Context: an optimization exercise on an open-source flow, tuned for small area. The choices shown serve that exercise and are no tape-out recipe.
Function was not checked in any run shown here: the RTL went through the layout flow alone.

==> flow/design.v, too long to show whole: its modules and the start of the top module <==
// module sg_fa: 11 lines
// module sg_ha: 10 lines
// module sg_hai: 10 lines
// module sg_maj: 9 lines
// module dac_ctrl_sync: 7 lines
// module pulse_timer: 401 lines
// module sg_sine_rom: 83 lines
// module sg_dds_mul: 1288 lines
// module sg_tri_mul: 1618 lines
// module sg_acc32: 200 lines
// module signal_gen_top: 118 lines
module signal_gen_top
(
  input  logic          clk_user_bufg,
  input  logic          rst_glb,
  input  logic          dds_reset,
  input  logic [111:0]  dds_cfg,       
  input  logic [63:0]   vc_cfg,        
  input  logic [29:0]   fsc_req,       
  output logic [31:0]   iq,            
  output logic [29:0]   fsc,           
  output logic [15:0]   vc_triangle,
  output logic [15:0]   vc_dac_data
);
  // ...
==> flow/run.sh <==
#!/bin/bash
# synth_recipe.tcl (not shown) runs the flow's synth.tcl, then flattens the netlist and writes it again
# the make line also repeats each setting of config.mk as NAME=value (left out here)
make -C /OpenROAD-flow-scripts/flow DESIGN_CONFIG=/design/flow/config.mk WORK_HOME=/design/flow/orfs CLKGATE_MAP_FILE= SYNTH_SCRIPT=/design/flow/synth_recipe.tcl finish
==> flow/config.mk <==
export PLATFORM = sky130hd
export DESIGN_NAME = signal_gen_top
export DESIGN_NICKNAME = signal_gen_top
export VERILOG_FILES = /design/flow/design.v
export SDC_FILE = /design/flow/constraint.sdc
export NUM_CORES = 4
export LEC_CHECK = 0
export CAP_MARGIN = 20
export CORE_MARGIN = 2
export CORE_UTILIZATION = 40
export SLEW_MARGIN = 20
export SYNTH_HIERARCHICAL = 1
export SYNTH_MINIMUM_KEEP_SIZE = 0
==> flow/constraint.sdc <==
create_clock -name core_clock -period 12.0 [get_ports {clk_user_bufg}]
set_input_delay 2.4000 -clock core_clock [delete_from_list [all_inputs] [get_ports {clk_user_bufg}]]
set_output_delay 2.4000 -clock core_clock [all_outputs]
set_load 0.01 [all_outputs]
==> run_results.csv, run 1 <==
group,metric,value,unit
floorplan,start_util,40.2,%
clock_network,clk_latency,0.58,ns
sta,setup_violations,0,
routing,avgRoutedWirePerCell,20.7,µm
global_routing,grt_pass1_wl,148000,µm
floorplan,die_w,291,µm
global_routing,grt_pass1_vias,26000,
critical_path,path_depth,23,
run_status,run_status,"no timing/DRC/antenna violations",
critical_path,cp-start-kind,"primary input",
layout,n_all_buffers,402,
routing,drc_errors,0,
critical_path,worstRegToRegCells,23,
critical_path,crit_end,"vc_dac_data[12]",
layout,final_cell_mix,"nand2_1, fa_1, inv_1, clkdlybuf4s50_1, maj3_2",
floorplan,io_pins,303,
clock_network,cts_resized,0,
critical_path,regToRegSetupSlack,2.26,ns
layout,dominant_cells,"multi-input gates",
place,hpwl,71800,µm
routing,met1_length,37100,µm
global_routing,met2_usage,36.9,%
layout,diodes,0,
floorplan,num_tap_cells,1070,
place,port_buffers,302,
global_routing,use_met1,29.5,%
layout,seq_share,12.8,%
sta,relSlewSlack,28.9,%
clock_network,numCtsBuffers,26,
sta,hold_violations,0,
critical_path,cp.required,12.44,ns
sta,finalCriticalPeriod,10.42,ns
==> inputs of run 2 (changes only) <==
--- a/flow/design.v
+++ b/flow/design.v
@@ -29,3 +29,3 @@
 endmodule
-module sg_hai
+module sg_xnor
 (
@@ -33,7 +33,13 @@
   input  wire b,
-  output wire s,
-  output wire co
+  output wire y
+);
+  assign y = ~(a ^ b);
+endmodule
+module sg_or
+(
+  input  wire a,
+  input  wire b,
+  output wire y
 );
-  assign s  = ~(a ^ b);
-  assign co = a | b;
+  assign y = a | b;
 endmodule
@@ -1542,5 +1548,7 @@
   assign d_p242 = ~neg;
-  sg_hai u_d_s243 (.a(d_p14), .b(d_p28), .s(d_s243), .co(d_c244));
+  sg_xnor u_d_s243 (.a(d_p14), .b(d_p28), .y(d_s243));
+  sg_or u_d_c244 (.a(d_p14), .b(d_p28), .y(d_c244));
   sg_fa u_d_s245 (.a(d_p15), .b(d_p29), .c(d_p43), .s(d_s245), .co(d_c246));
-  sg_hai u_d_s247 (.a(d_p57), .b(d_p71), .s(d_s247), .co(d_c248));
+  sg_xnor u_d_s247 (.a(d_p57), .b(d_p71), .y(d_s247));
+  sg_or u_d_c248 (.a(d_p57), .b(d_p71), .y(d_c248));
   sg_fa u_d_s249 (.a(d_p30), .b(d_p44), .c(d_p58), .s(d_s249), .co(d_c250));
@@ -1550,8 +1558,11 @@
   sg_fa u_d_s257 (.a(d_p60), .b(d_p74), .c(d_p88), .s(d_s257), .co(d_c258));
-  sg_hai u_d_s259 (.a(d_p10), .b(d_p24), .s(d_s259), .co(d_c260));
+  sg_xnor u_d_s259 (.a(d_p10), .b(d_p24), .y(d_s259));
+  sg_or u_d_c260 (.a(d_p10), .b(d_p24), .y(d_c260));
   sg_fa u_d_s261 (.a(d_p11), .b(d_p25), .c(d_p39), .s(d_s261), .co(d_c262));
-  sg_hai u_d_s263 (.a(d_p53), .b(d_p67), .s(d_s263), .co(d_c264));
+  sg_xnor u_d_s263 (.a(d_p53), .b(d_p67), .y(d_s263));
+  sg_or u_d_c264 (.a(d_p53), .b(d_p67), .y(d_c264));
   sg_fa u_d_s265 (.a(d_p12), .b(d_p26), .c(d_p40), .s(d_s265), .co(d_c266));
   sg_fa u_d_s267 (.a(d_p54), .b(d_p68), .c(d_p82), .s(d_s267), .co(d_c268));
-  sg_hai u_d_s269 (.a(d_p96), .b(d_p110), .s(d_s269), .co(d_c270));
+  sg_xnor u_d_s269 (.a(d_p96), .b(d_p110), .y(d_s269));
+  sg_or u_d_c270 (.a(d_p96), .b(d_p110), .y(d_c270));
   sg_fa u_d_s271 (.a(d_p13), .b(d_p27), .c(d_p41), .s(d_s271), .co(d_c272));
@@ -1559,3 +1570,4 @@
   sg_fa u_d_s275 (.a(d_p97), .b(d_p111), .c(d_p125), .s(d_s275), .co(d_c276));
-  sg_hai u_d_s277 (.a(d_p139), .b(d_p153), .s(d_s277), .co(d_c278));
+  sg_xnor u_d_s277 (.a(d_p139), .b(d_p153), .y(d_s277));
+  sg_or u_d_c278 (.a(d_p139), .b(d_p153), .y(d_c278));
   sg_fa u_d_s279 (.a(d_s243), .b(d_p42), .c(d_p56), .s(d_s279), .co(d_c280));
@@ -1590,8 +1602,11 @@
   sg_fa u_d_s337 (.a(d_p120), .b(d_p134), .c(d_p148), .s(d_s337), .co(d_c338));
-  sg_hai u_d_s339 (.a(d_p7), .b(d_p21), .s(d_s339), .co(d_c340));
+  sg_xnor u_d_s339 (.a(d_p7), .b(d_p21), .y(d_s339));
+  sg_or u_d_c340 (.a(d_p7), .b(d_p21), .y(d_c340));
   sg_fa u_d_s341 (.a(d_p8), .b(d_p22), .c(d_p36), .s(d_s341), .co(d_c342));
-  sg_hai u_d_s343 (.a(d_p50), .b(d_p64), .s(d_s343), .co(d_c344));
+  sg_xnor u_d_s343 (.a(d_p50), .b(d_p64), .y(d_s343));
+  sg_or u_d_c344 (.a(d_p50), .b(d_p64), .y(d_c344));
   sg_fa u_d_s345 (.a(d_p9), .b(d_p23), .c(d_p37), .s(d_s345), .co(d_c346));
   sg_fa u_d_s347 (.a(d_p51), .b(d_p65), .c(d_p79), .s(d_s347), .co(d_c348));
-  sg_hai u_d_s349 (.a(d_p93), .b(d_p107), .s(d_s349), .co(d_c350));
+  sg_xnor u_d_s349 (.a(d_p93), .b(d_p107), .y(d_s349));
+  sg_or u_d_c350 (.a(d_p93), .b(d_p107), .y(d_c350));
   sg_fa u_d_s351 (.a(d_s259), .b(d_p38), .c(d_p52), .s(d_s351), .co(d_c352));
@@ -1641,5 +1656,7 @@
   sg_fa u_d_s439 (.a(d_p165), .b(d_p179), .c(d_p193), .s(d_s439), .co(d_c440));
-  sg_hai u_d_s441 (.a(d_p5), .b(d_p19), .s(d_s441), .co(d_c442));
+  sg_xnor u_d_s441 (.a(d_p5), .b(d_p19), .y(d_s441));
+  sg_or u_d_c442 (.a(d_p5), .b(d_p19), .y(d_c442));
   sg_fa u_d_s443 (.a(d_p6), .b(d_p20), .c(d_p34), .s(d_s443), .co(d_c444));
-  sg_hai u_d_s445 (.a(d_p48), .b(d_p62), .s(d_s445), .co(d_c446));
+  sg_xnor u_d_s445 (.a(d_p48), .b(d_p62), .y(d_s445));
+  sg_or u_d_c446 (.a(d_p48), .b(d_p62), .y(d_c446));
   sg_fa u_d_s447 (.a(d_s339), .b(d_p35), .c(d_p49), .s(d_s447), .co(d_c448));
@@ -1685,3 +1702,4 @@
   sg_fa u_d_s527 (.a(d_p195), .b(d_p209), .c(d_p223), .s(d_s527), .co(d_c528));
-  sg_hai u_d_s529 (.a(d_p4), .b(d_p18), .s(d_s529), .co(d_c530));
+  sg_xnor u_d_s529 (.a(d_p4), .b(d_p18), .y(d_s529));
+  sg_or u_d_c530 (.a(d_p4), .b(d_p18), .y(d_c530));
   sg_fa u_d_s531 (.a(d_s441), .b(d_p33), .c(d_p47), .s(d_s531), .co(d_c532));
@@ -1710,3 +1728,4 @@
   sg_fa u_d_s577 (.a(d_c528), .b(d_p210), .c(d_p224), .s(d_s577), .co(d_c578));
-  sg_hai u_d_s579 (.a(d_p3), .b(d_p17), .s(d_s579), .co(d_c580));
+  sg_xnor u_d_s579 (.a(d_p3), .b(d_p17), .y(d_s579));
+  sg_or u_d_c580 (.a(d_p3), .b(d_p17), .y(d_c580));
   sg_fa u_d_s581 (.a(d_s529), .b(d_p32), .c(d_p46), .s(d_s581), .co(d_c582));
@@ -1752,3 +1771,4 @@
   assign d_n647 = ~d_g646;
-  sg_hai u_d_s648 (.a(d_c604), .b(d_s605), .s(d_s648), .co(d_c649));
+  sg_xnor u_d_s648 (.a(d_c604), .b(d_s605), .y(d_s648));
+  sg_or u_d_c649 (.a(d_c604), .b(d_s605), .y(d_c649));
   sg_fa u_d_s650 (.a(d_c606), .b(d_s607), .c(d_c649), .s(d_s650), .co(d_c651));
@@ -1793,3 +1813,4 @@
   assign d_o696 = d_n672 | d_a695;
-  sg_hai u_d_s697 (.a(d_c620), .b(d_s621), .s(d_s697), .co(d_c698));
+  sg_xnor u_d_s697 (.a(d_c620), .b(d_s621), .y(d_s697));
+  sg_or u_d_c698 (.a(d_c620), .b(d_s621), .y(d_c698));
   sg_fa u_d_s699 (.a(d_c622), .b(d_s623), .c(d_c698), .s(d_s699), .co(d_c700));
@@ -1800,3 +1821,4 @@
   sg_fa u_d_s709 (.a(d_c632), .b(d_p241), .c(d_c708), .s(d_s709), .co(d_c710));
-  sg_hai u_d_s711 (.a(d_p242), .b(d_c710), .s(d_s711), .co(d_c712));
+  sg_xnor u_d_s711 (.a(d_p242), .b(d_c710), .y(d_s711));
+  sg_or u_d_c712 (.a(d_p242), .b(d_c710), .y(d_c712));
   assign d_n713 = ~d_s697;
@@ -3034,11 +3056,15 @@
   assign t_p256 = ~(fold[15] & amp[15]);
-  sg_hai u_t_s257 (.a(t_p14), .b(t_p29), .s(t_s257), .co(t_c258));
+  sg_xnor u_t_s257 (.a(t_p14), .b(t_p29), .y(t_s257));
+  sg_or u_t_c258 (.a(t_p14), .b(t_p29), .y(t_c258));
   sg_fa u_t_s259 (.a(t_p15), .b(t_p30), .c(t_p45), .s(t_s259), .co(t_c260));
-  sg_hai u_t_s261 (.a(t_p60), .b(t_p75), .s(t_s261), .co(t_c262));
+  sg_xnor u_t_s261 (.a(t_p60), .b(t_p75), .y(t_s261));
+  sg_or u_t_c262 (.a(t_p60), .b(t_p75), .y(t_c262));
   sg_fa u_t_s263 (.a(t_p16), .b(t_p31), .c(t_p46), .s(t_s263), .co(t_c264));
   sg_fa u_t_s265 (.a(t_p61), .b(t_p76), .c(t_p91), .s(t_s265), .co(t_c266));
-  sg_hai u_t_s267 (.a(t_p106), .b(t_p121), .s(t_s267), .co(t_c268));
+  sg_xnor u_t_s267 (.a(t_p106), .b(t_p121), .y(t_s267));
+  sg_or u_t_c268 (.a(t_p106), .b(t_p121), .y(t_c268));
   sg_fa u_t_s269 (.a(t_p32), .b(t_p47), .c(t_p62), .s(t_s269), .co(t_c270));
   sg_fa u_t_s271 (.a(t_p77), .b(t_p92), .c(t_p107), .s(t_s271), .co(t_c272));
-  sg_hai u_t_s273 (.a(t_p122), .b(t_p137), .s(t_s273), .co(t_c274));
+  sg_xnor u_t_s273 (.a(t_p122), .b(t_p137), .y(t_s273));
+  sg_or u_t_c274 (.a(t_p122), .b(t_p137), .y(t_c274));
   sg_fa u_t_s275 (.a(t_p48), .b(t_p63), .c(t_p78), .s(t_s275), .co(t_c276));
@@ -3046,8 +3072,11 @@
   sg_fa u_t_s279 (.a(t_p64), .b(t_p79), .c(t_p94), .s(t_s279), .co(t_c280));
-  sg_hai u_t_s281 (.a(t_p10), .b(t_p25), .s(t_s281), .co(t_c282));
+  sg_xnor u_t_s281 (.a(t_p10), .b(t_p25), .y(t_s281));
+  sg_or u_t_c282 (.a(t_p10), .b(t_p25), .y(t_c282));
   sg_fa u_t_s283 (.a(t_p11), .b(t_p26), .c(t_p41), .s(t_s283), .co(t_c284));
-  sg_hai u_t_s285 (.a(t_p56), .b(t_p71), .s(t_s285), .co(t_c286));
+  sg_xnor u_t_s285 (.a(t_p56), .b(t_p71), .y(t_s285));
+  sg_or u_t_c286 (.a(t_p56), .b(t_p71), .y(t_c286));
   sg_fa u_t_s287 (.a(t_p12), .b(t_p27), .c(t_p42), .s(t_s287), .co(t_c288));
   sg_fa u_t_s289 (.a(t_p57), .b(t_p72), .c(t_p87), .s(t_s289), .co(t_c290));
-  sg_hai u_t_s291 (.a(t_p102), .b(t_p117), .s(t_s291), .co(t_c292));
+  sg_xnor u_t_s291 (.a(t_p102), .b(t_p117), .y(t_s291));
+  sg_or u_t_c292 (.a(t_p102), .b(t_p117), .y(t_c292));
   sg_fa u_t_s293 (.a(t_p13), .b(t_p28), .c(t_p43), .s(t_s293), .co(t_c294));
@@ -3055,3 +3084,4 @@
   sg_fa u_t_s297 (.a(t_p103), .b(t_p118), .c(t_p133), .s(t_s297), .co(t_c298));
-  sg_hai u_t_s299 (.a(t_p148), .b(t_p163), .s(t_s299), .co(t_c300));
+  sg_xnor u_t_s299 (.a(t_p148), .b(t_p163), .y(t_s299));
+  sg_or u_t_c300 (.a(t_p148), .b(t_p163), .y(t_c300));
   sg_fa u_t_s301 (.a(t_s257), .b(t_p44), .c(t_p59), .s(t_s301), .co(t_c302));
@@ -3090,8 +3120,11 @@
   sg_fa u_t_s367 (.a(t_p128), .b(t_p143), .c(t_p158), .s(t_s367), .co(t_c368));
-  sg_hai u_t_s369 (.a(t_p7), .b(t_p22), .s(t_s369), .co(t_c370));
+  sg_xnor u_t_s369 (.a(t_p7), .b(t_p22), .y(t_s369));
+  sg_or u_t_c370 (.a(t_p7), .b(t_p22), .y(t_c370));
   sg_fa u_t_s371 (.a(t_p8), .b(t_p23), .c(t_p38), .s(t_s371), .co(t_c372));
-  sg_hai u_t_s373 (.a(t_p53), .b(t_p68), .s(t_s373), .co(t_c374));
+  sg_xnor u_t_s373 (.a(t_p53), .b(t_p68), .y(t_s373));
+  sg_or u_t_c374 (.a(t_p53), .b(t_p68), .y(t_c374));
   sg_fa u_t_s375 (.a(t_p9), .b(t_p24), .c(t_p39), .s(t_s375), .co(t_c376));
   sg_fa u_t_s377 (.a(t_p54), .b(t_p69), .c(t_p84), .s(t_s377), .co(t_c378));
-  sg_hai u_t_s379 (.a(t_p99), .b(t_p114), .s(t_s379), .co(t_c380));
+  sg_xnor u_t_s379 (.a(t_p99), .b(t_p114), .y(t_s379));
+  sg_or u_t_c380 (.a(t_p99), .b(t_p114), .y(t_c380));
   sg_fa u_t_s381 (.a(t_s281), .b(t_p40), .c(t_p55), .s(t_s381), .co(t_c382));
@@ -3144,5 +3177,7 @@
   sg_fa u_t_s475 (.a(t_p176), .b(t_p191), .c(t_p206), .s(t_s475), .co(t_c476));
-  sg_hai u_t_s477 (.a(t_p5), .b(t_p20), .s(t_s477), .co(t_c478));
+  sg_xnor u_t_s477 (.a(t_p5), .b(t_p20), .y(t_s477));
+  sg_or u_t_c478 (.a(t_p5), .b(t_p20), .y(t_c478));
   sg_fa u_t_s479 (.a(t_p6), .b(t_p21), .c(t_p36), .s(t_s479), .co(t_c480));
-  sg_hai u_t_s481 (.a(t_p51), .b(t_p66), .s(t_s481), .co(t_c482));
+  sg_xnor u_t_s481 (.a(t_p51), .b(t_p66), .y(t_s481));
+  sg_or u_t_c482 (.a(t_p51), .b(t_p66), .y(t_c482));
   sg_fa u_t_s483 (.a(t_s369), .b(t_p37), .c(t_p52), .s(t_s483), .co(t_c484));
@@ -3190,3 +3225,4 @@
   sg_fa u_t_s567 (.a(t_p208), .b(t_p223), .c(t_p238), .s(t_s567), .co(t_c568));
-  sg_hai u_t_s569 (.a(t_p4), .b(t_p19), .s(t_s569), .co(t_c570));
+  sg_xnor u_t_s569 (.a(t_p4), .b(t_p19), .y(t_s569));
+  sg_or u_t_c570 (.a(t_p4), .b(t_p19), .y(t_c570));
   sg_fa u_t_s571 (.a(t_s477), .b(t_p35), .c(t_p50), .s(t_s571), .co(t_c572));
@@ -3216,3 +3252,4 @@
   sg_fa u_t_s619 (.a(t_c568), .b(t_p224), .c(t_p239), .s(t_s619), .co(t_c620));
-  sg_hai u_t_s621 (.a(t_p3), .b(t_p18), .s(t_s621), .co(t_c622));
+  sg_xnor u_t_s621 (.a(t_p3), .b(t_p18), .y(t_s621));
+  sg_or u_t_c622 (.a(t_p3), .b(t_p18), .y(t_c622));
   sg_fa u_t_s623 (.a(t_s569), .b(t_p34), .c(t_p49), .s(t_s623), .co(t_c624));
@@ -3260,3 +3297,4 @@
   assign t_n692 = ~t_g691;
-  sg_hai u_t_s693 (.a(t_c648), .b(t_s649), .s(t_s693), .co(t_c694));
+  sg_xnor u_t_s693 (.a(t_c648), .b(t_s649), .y(t_s693));
+  sg_or u_t_c694 (.a(t_c648), .b(t_s649), .y(t_c694));
   sg_fa u_t_s695 (.a(t_c650), .b(t_s651), .c(t_c694), .s(t_s695), .co(t_c696));
@@ -3301,3 +3339,4 @@
   assign t_o741 = t_n717 | t_a740;
-  sg_hai u_t_s742 (.a(t_c664), .b(t_s665), .s(t_s742), .co(t_c743));
+  sg_xnor u_t_s742 (.a(t_c664), .b(t_s665), .y(t_s742));
+  sg_or u_t_c743 (.a(t_c664), .b(t_s665), .y(t_c743));
   sg_fa u_t_s744 (.a(t_c666), .b(t_s667), .c(t_c743), .s(t_s744), .co(t_c745));
@@ -3371,3 +3410,4 @@
   assign t_n833 = ~t_g691;
-  sg_hai u_t_s834 (.a(t_s791), .b(t_c789), .s(t_s834), .co(t_c835));
+  sg_xnor u_t_s834 (.a(t_s791), .b(t_c789), .y(t_s834));
+  sg_or u_t_c835 (.a(t_s791), .b(t_c789), .y(t_c835));
   sg_fa u_t_s836 (.a(t_s794), .b(t_c792), .c(t_c835), .s(t_s836), .co(t_c837));
@@ -3411,3 +3451,4 @@
   assign t_o880 = t_n856 | t_a879;
-  sg_hai u_t_s881 (.a(t_s812), .b(t_c810), .s(t_s881), .co(t_c882));
+  sg_xnor u_t_s881 (.a(t_s812), .b(t_c810), .y(t_s881));
+  sg_or u_t_c882 (.a(t_s812), .b(t_c810), .y(t_c882));
   sg_fa u_t_s883 (.a(t_s815), .b(t_c813), .c(t_c882), .s(t_s883), .co(t_c884));
--- a/flow/config.mk
+++ b/flow/config.mk
@@ -9,3 +9,4 @@
 export CORE_MARGIN = 2
-export CORE_UTILIZATION = 40
+export CORE_UTILIZATION = 60
+export CTS_BUF_LIST = sky130_fd_sc_hd__clkbuf_2
 export SLEW_MARGIN = 20
==> run_results.csv, run 2 <==
group,metric,value,unit
run_status,run_status,"no timing/DRC/antenna violations",
layout,drive_gt1_share,13.8,%
floorplan,fp.dieH,236,µm
synthesis,synthArstFlopShare,63.1,%
synthesis,ys_top_cells_by_count,"nand2_1, fa_1, clkbuf_1",
critical_path,end_kind,"register",
layout,fillers,4204,
routing,num_vias,23800,
global_routing,track_usage,32.8,%
synthesis,ys_ff_latch,203,
layout,nets,4205,
synthesis,synth.most_common_cell,"nand2_1",
global_routing,grt_pass1_wl,142000,µm
clock_network,htree_levels,2,
sta,finalCritPeriodShare,83.9,%
worst_hold_path,min_path_type,"reg2reg",
critical_path,crit_arrival,11.07,ns
sta,setup_violations,0,
synthesis,yosysTopAreaCell,"fa_1",
synthesis,synthTopCellsByArea,"fa_1, nand2_1, dfrtp_1",
floorplan,fp.dieArea,55600,µm²
sta,worst_clock_skew,0.0986,ns
routing,drc_errors,0,
synthesis,synth_top_flop_cell,"dfrtp_1",
floorplan,die_w,236,µm
routing,finalWirelength,88700,µm
clock_network,numCtsBuffers,58,
floorplan,coreArea,52900,µm²
sta,relSlewSlack,27.0,%
clock_network,tritoncts,"done",
layout,multi_input_area,25400,µm²
clock_network,cts_resized,0,
critical_path,cp-start-kind,"primary input",
global_routing,antenna_found_initial,6,
clock_network,cts-root-buf,"clkbuf_2",
place,dp_slack,0.848,ns
global_routing,overflow,0,
sta,tightestPinTransition,1.09,ns
global_routing,grt_max_degree,75,
clock_network,post-cts-setup-buffer-count,0,
routing,drt.antenna.violating_nets,0,
place,port_buffers,302,
layout,final_common_cell,"nand2_1",
sta,tns,0,ns
clock_network,cts_hold_buf,0,
synthesis,yosysWarnings,8,
routing,dr.pass1.iters,6,
critical_path,worstSetupPathType,"in2reg",
clock_network,clockBufferDepth,3,
sta,finalWorstSetupSlack,1.93,ns
synthesis,synth_seq_area_share,14.7,%
synthesis,ys_types,92,
routing,first_iter_violations,2147,
sta,fmax,99.3,MHz
run,maxCapViolCount,0,
critical_path,cp_max_fo,16,
floorplan,fp-row-count,84,
synthesis,netlist.area_leader.share,42.6,%
routing,detail_route.vias_per_cell,5.98,
global_routing,grt_pass1_vias,26300,
clock_network,clkTransAtPathRegs,0.10,ns
synthesis,synthCells,3122,
sta,slew_violations,0,
routing,avgRoutedWirePerCell,22.3,µm
floorplan,start_util,61.0,%
place,place.gp.congestion,0.963,
synthesis,synth-edff-count,0,
sta,finalCriticalPeriod,10.07,ns
clock_network,cts_sinks,203,
synthesis,synth_area_per_cell,10.3,µm²
sta,rsz0062_at_grt,"no",
synthesis,syn-num-nets,4077,
sta,hold_violations,0,
critical_path,cp.required,13.00,ns
place,hpwl,68100,µm
synthesis,syn_area,32200,µm²
layout,ff_latch_area,4750,µm²
layout,areaGrowthSynthToFinish,10.6,%
floorplan,io_pins,303,
layout,final_cell_mix,"nand2_1, fa_1, clkdlybuf4s50_1, maj3_2",
clock_network,clk_latency,1.08,ns
## run 2: path summary, 6_finish.rpt
check / to / cells after the start / slack [ns] / from
hold / removal: s1_gate / 0 / 0.35 / gate
setup / recovery: vc_dac_data[12] / 21 / 1.93 / vc_cfg[19]
min in group asynchronous: vc_dac_data[0] / 2 / 1.86 / rst_glb
setup reg to reg: iq[15] / 25 / 1.93 / s1_idx[1]
hold reg to reg: s1_gate / 0 / 0.35 / gate
max in group asynchronous: vc_dac_data[13] / 3 / 8.93 / rst_glb
## run 2: kinds of logic after synthesis
| logic type | share of synthesized area [%] |
|---|---|
| simple gates | 16.9 |
| fa+ha+maj | 49.5 |
| buf+inv | 7.02 |
| compound gates | 6.08 |
| flops | 14.7 |
| xor+xnor | 4.97 |
| mux | 0.854 |
## run 2: area by class of cell
type	instances	area share (%)
Multi-Input combinational cell	2489	71.3
Sequential cell	203	13.3
Timing Repair Buffer	394	10.4
Tap cell	688	2.41
Inverter	104	1.12
Clock buffer	76	1.07
Clock inverter	26	0.365
Antenna cell	6	0.0421
## run 2: metal layers
metal / GRT usage, % / wire, µm / vias to the layer above
met5: 0 / 13 / -
met4: 12.4 / 3300 / 2
met3: 7.31 / 7570 / 238
met2: 55.3 / 44200 / 1181
met1: 41.6 / 33700 / 12200
li1: - / - / 10200
## run 2: per-module statistics from Yosys (local to each module, per instance)
module / flip-flops and latches / cells / copies in the design / cell area (µm²)
sg_xnor: 0 / 1 / 51 / 8.76
sg_acc32: 0 / 70 / 2 / 526
sg_fa: 0 / 1 / 686 / 20.0
sg_dds_mul: 0 / 323 / 2 / 1460
sg_maj: 0 / 1 / 130 / 11.3
pulse_timer: 0 / 118 / 1 / 792
dac_ctrl_sync: 0 / 26 / 3 / 220
sg_or: 0 / 1 / 49 / 6.26
sg_sine_rom: 0 / 485 / 1 / 3270
sg_tri_mul: 0 / 450 / 1 / 2070
signal_gen_top: 203 / 285 / 1 / 5470
sg_ha: 0 / 1 / 4 / 12.5
## run 2: critical path, cell delays in order
cell	delay, ns
clkdlybuf4s50_1	0.93
nand2_1	0.17
fa_1	0.47
fa_1	0.46
fa_1	0.49
fa_1	0.47
fa_1	0.46
fa_1	0.56
fa_1	0.45
or2_1	0.26
fa_1	0.39
fa_1	0.38
fa_1	0.40
fa_1	0.39
fa_1	0.39
fa_1	0.41
fa_1	0.56
nor2_1	0.08
nand2_1	0.18
o31a_1	0.44
a2bb2o_1	0.33
## run 2: metrics by stage
| stage | area [µm²] | instances | util [%] | hold slack (ns) |
|---|---|---|---|---|
| after floorplan | 32200 | 3122 | - | 0.310 |
| after global placement | 35100 | 3878 | 66.4 | 0.318 |
| after detailed placement | 35100 | 3878 | 66.4 | 0.330 |
| after CTS | 35600 | 3980 | 67.4 | 0.352 |
| after global routing | 35700 | 3986 | 67.4 | 0.368 |
| final | 35700 | 3986 | 67.4 | 0.352 |
==> inputs of run 3 (changes only) <==
--- a/flow/config.mk
+++ b/flow/config.mk
@@ -9,4 +9,4 @@
 export CORE_MARGIN = 2
-export CORE_UTILIZATION = 60
-export CTS_BUF_LIST = sky130_fd_sc_hd__clkbuf_2
+export CORE_UTILIZATION = 40
+export CTS_BUF_LIST = sky130_fd_sc_hd__clkbuf_4
 export SLEW_MARGIN = 20
==> run_results.csv, run 3 <==
group,metric,value,unit
routing,met1_length,35600,µm
routing,drt.antenna.violating_nets,0,
sta,rsz0062_at_grt,"no",
place,dp_cells,4263,
synthesis,synthCells,3122,
clock_network,cts-root-buf,"clkbuf_4",
layout,drive_gt1_share,14.3,%
routing,first_iter_violations,1765,
routing,dr.pass1.iters,6,
floorplan,coreArea,80200,µm²
clock_network,cts_resized,0,
routing,dr.max_layer_used,"met5",
critical_path,cp-startpoint,"dds_cfg[111]",
synthesis,synthArstFlopShare,63.1,%
sta,finalCritPeriodShare,86.2,%
clock_network,clk_latency,0.80,ns
critical_path,regToRegSetupSlack,2.14,ns
sta,worst_clock_skew,0.0659,ns
critical_path,worstSetupPathType,"in2reg",
clock_network,tritoncts,"done",
layout,final_core_util,45.5,%
critical_path,r2r-start,"s1_idx[1]",
global_routing,grt_max_degree,92,
synthesis,synth_seq_area_share,14.7,%
synthesis,ys_top_cells_by_count,"nand2_1, fa_1, clkbuf_1",
routing,detail_route.vias_per_cell,5.31,
synthesis,syn-num-nets,4077,
synthesis,ys_ff_latch,203,
layout,areaGrowthSynthToFinish,13.1,%
run,maxCapViolCount,0,
critical_path,cp-start-kind,"primary input",
layout,final_area,36500,µm²
sta,tightestPinTransition,1.12,ns
critical_path,max_stage_delay,0.83,ns
sta,setup_violations,0,
layout,nets,4217,
synthesis,synth_area_per_cell,10.3,µm²
floorplan,die_w,288,µm
place,place.gp.congestion,0.934,
sta,tns,0,ns
clock_network,clkTransAtPathRegs,0.06,ns
synthesis,synth-edff-count,0,
run_status,run_status,"no timing/DRC/antenna violations",
clock_network,post-cts-setup-buffer-count,0,
clock_network,htree_levels,2,
synthesis,netlist.area_leader.share,42.6,%
clock_network,cts_hold_buf,0,
sta,hold_violations,0,
critical_path,worstRegToRegCells,27,
global_routing,track_usage,22.0,%
clock_network,clockBufferDepth,3,
sta,relSlewSlack,25.5,%
critical_path,rr_endpoint,"iq[31]",
routing,avgRoutedWirePerCell,20.2,µm
synthesis,synth.most_common_cell,"nand2_1",
floorplan,fp-row-count,104,
routing,num_vias,23200,
place,hpwl,69300,µm
sta,fmax,96.6,MHz
synthesis,syn_area,32200,µm²
critical_path,end_kind,"register",
global_routing,antenna_found_initial,11,
clock_network,cts_sinks,203,
synthesis,yosysTopAreaCell,"fa_1",
floorplan,start_util,40.2,%
layout,final_common_cell,"nand2_1",
clock_network,numCtsBuffers,57,
critical_path,cp.required,12.63,ns
synthesis,yosysWarnings,8,
global_routing,grt_pass1_wl,142000,µm
synthesis,ys_types,92,
routing,met3_wirelength,7800,µm
routing,wl_met2,42500,µm
layout,stdcell_count,4375,
critical_path,crit_path_frequent_cell,"fa_1",
sta,finalCriticalPeriod,10.35,ns
worst_hold_path,min_path_type,"reg2reg",
sta,slew_violations,0,
worst_hold_path,holdCritStartpoint,"gate",
critical_path,cp_max_fo,22,
floorplan,io_pins,303,
floorplan,fp.dieArea,82900,µm²
routing,finalWirelength,88500,µm
global_routing,overflow,0,
place,port_buffers,302,
layout,final_cell_mix,"nand2_1, fa_1, clkdlybuf4s50_1, maj3_2, buf_4",
critical_path,crit_arrival,10.98,ns
synthesis,synth_top_flop_cell,"dfrtp_1",
global_routing,grt_pass1_vias,25200,
critical_path,crit_end,"iq[15]",
floorplan,fp.dieH,288,µm
place,place_area,35700,µm²
synthesis,synthTopCellsByArea,"fa_1, nand2_1, dfrtp_1",
routing,drc_errors,0,
critical_path,cpMaxStageDelayCell,"nor2b_4",
critical_path,path_cells,"clkdlybuf4s50_1 -> nor2b_4 -> nor4b_4 -> buf_4 -> nand2_1 -> fa_1 -> fa_1 -> fa_1 -> fa_1 -> fa_1 -> fa_1 -> or2_1 -> fa_1 -> fa_1 -> fa_1 -> fa_1 -> fa_1 -> fa_1 -> fa_1 -> o31ai_4 -> nand4b_1 -> xor2_1",
-- run 3: changes by cell type in the layout (fill, tap and decap cells not counted), sizes merged --
cell and change:
buf +13, clkbuf +3, clkinvlp +2, clkinv -1, diode +1, inv -1
-- run 3: area by class of cell --
class                           count  area (µm²)
Clock inverter                     26         114
Fill cell                        7622       43700
Multi-Input combinational cell   2489       25400
Tap cell                         1060        1330
Sequential cell                   203        4750
Inverter                          104         398
Clock buffer                       79         593
Antenna cell                        7        17.5
Timing Repair Buffer              407        3810
-- run 3: cell families (layout without fill, tap and decap cells) --
group	count (synthesis)	after routing	share of synthesized area [%]
AOI/OAI and AO/OA	251	251	6.08
other	0	7	0
muxes	18	18	0.854
buffers and inverters	430	616	7.02
DFF	203	203	14.7
adders and majority gates	876	876	49.5
and+or+nand+nor	1161	1161	16.9
xor gates and xnor gates	183	183	4.97
-- run 3: Yosys stat by module (local to each module, per instance), excerpt --
module | area (µm²) | copies in the design | cells
sg_dds_mul | 1460 | 2 | 323
dac_ctrl_sync | 220 | 3 | 26
sg_acc32 | 526 | 2 | 70
sg_tri_mul | 2070 | 1 | 450
sg_or | 6.26 | 49 | 1
sg_xnor | 8.76 | 51 | 1
sg_sine_rom | 3270 | 1 | 485
-- run 3: worst min path at each step --
stage | to | slack (ns) | cells past startpoint
6_report | s1_gate | 0.33 | 0
5_1_grt | s1_gate | 0.34 | 0
4_1_cts | s1_gate | 0.33 | 0
3_5_place_dp | s1_gate | 0.31 | 0
3_3_place_gp | s1_gate | 0.31 | 0
2_1_floorplan | s1_gate | 0.31 | 0
-- run 3: metal layers --
metal	GRT usage [%]	up-vias
li1	-	10200
met1	28.8	12000
met2	35.6	896
met3	5.84	146
met4	7.02	8
met5	0	-
-- run 3: metrics by stage --
stage	hold WS, ns	setup slack (ns)
2_1_floorplan	0.310	1.65
3_3_place_gp	0.313	0.936
3_5_place_dp	0.313	0.848
4_1_cts	0.327	1.68
5_1_grt	0.336	1.36
6_report	0.328	1.65
-- run 3: critical path, delay by kind of cell --
| family | cells | cell delay [ns] |
|---|---|---|
| simple gates | 5 | 1.46 |
| buf+inv | 2 | 0.73 |
| xor+xnor | 1 | 0.18 |
| compound gates | 1 | 0.46 |
| fa+ha+maj | 13 | 5.67 |

## what the ideal ports hide
No port has a modelled driver above. Below, the same layouts with a new extraction and two added sets of constraints. Step 1 sets driving cells, clkbuf_16 on the clock port and buf_2 on the other inputs (assumed; they add their load-dependent delay and slew). Step 2 adds t to the input delays and takes it off the output delays; t is the mean of the earliest and latest rising clock arrival at the registers after step 1. Input paths then give back, and output paths get back, about the clock's delay inside the block. Three values: ideal ports, drivers, drivers and shift; two values: the first two.
| run | t (ns) | setup slack, ns | worst register clock-pin slew, ns | worst data-port slew with drivers (ns) | cell pins on the clock port's net |
|---|---|---|---|---|---|
| run 1 | 0.617 | 1.580 / 1.613 / 0.996 | 0.08 / 0.08 | 0.09 | 1 |
| run 2 | 1.096 | 1.929 / 1.931 / 0.860 | 0.12 / 0.12 | 0.11 | 1 |
| run 3 | 0.823 | 1.652 / 1.625 / 0.803 | 0.07 / 0.07 | 0.17 | 1 |
After both steps every run listed still meets setup and hold. The setup slack of run 2, which loses most, moves by +0.002 ns with the drivers and by -1.069 ns with both steps.
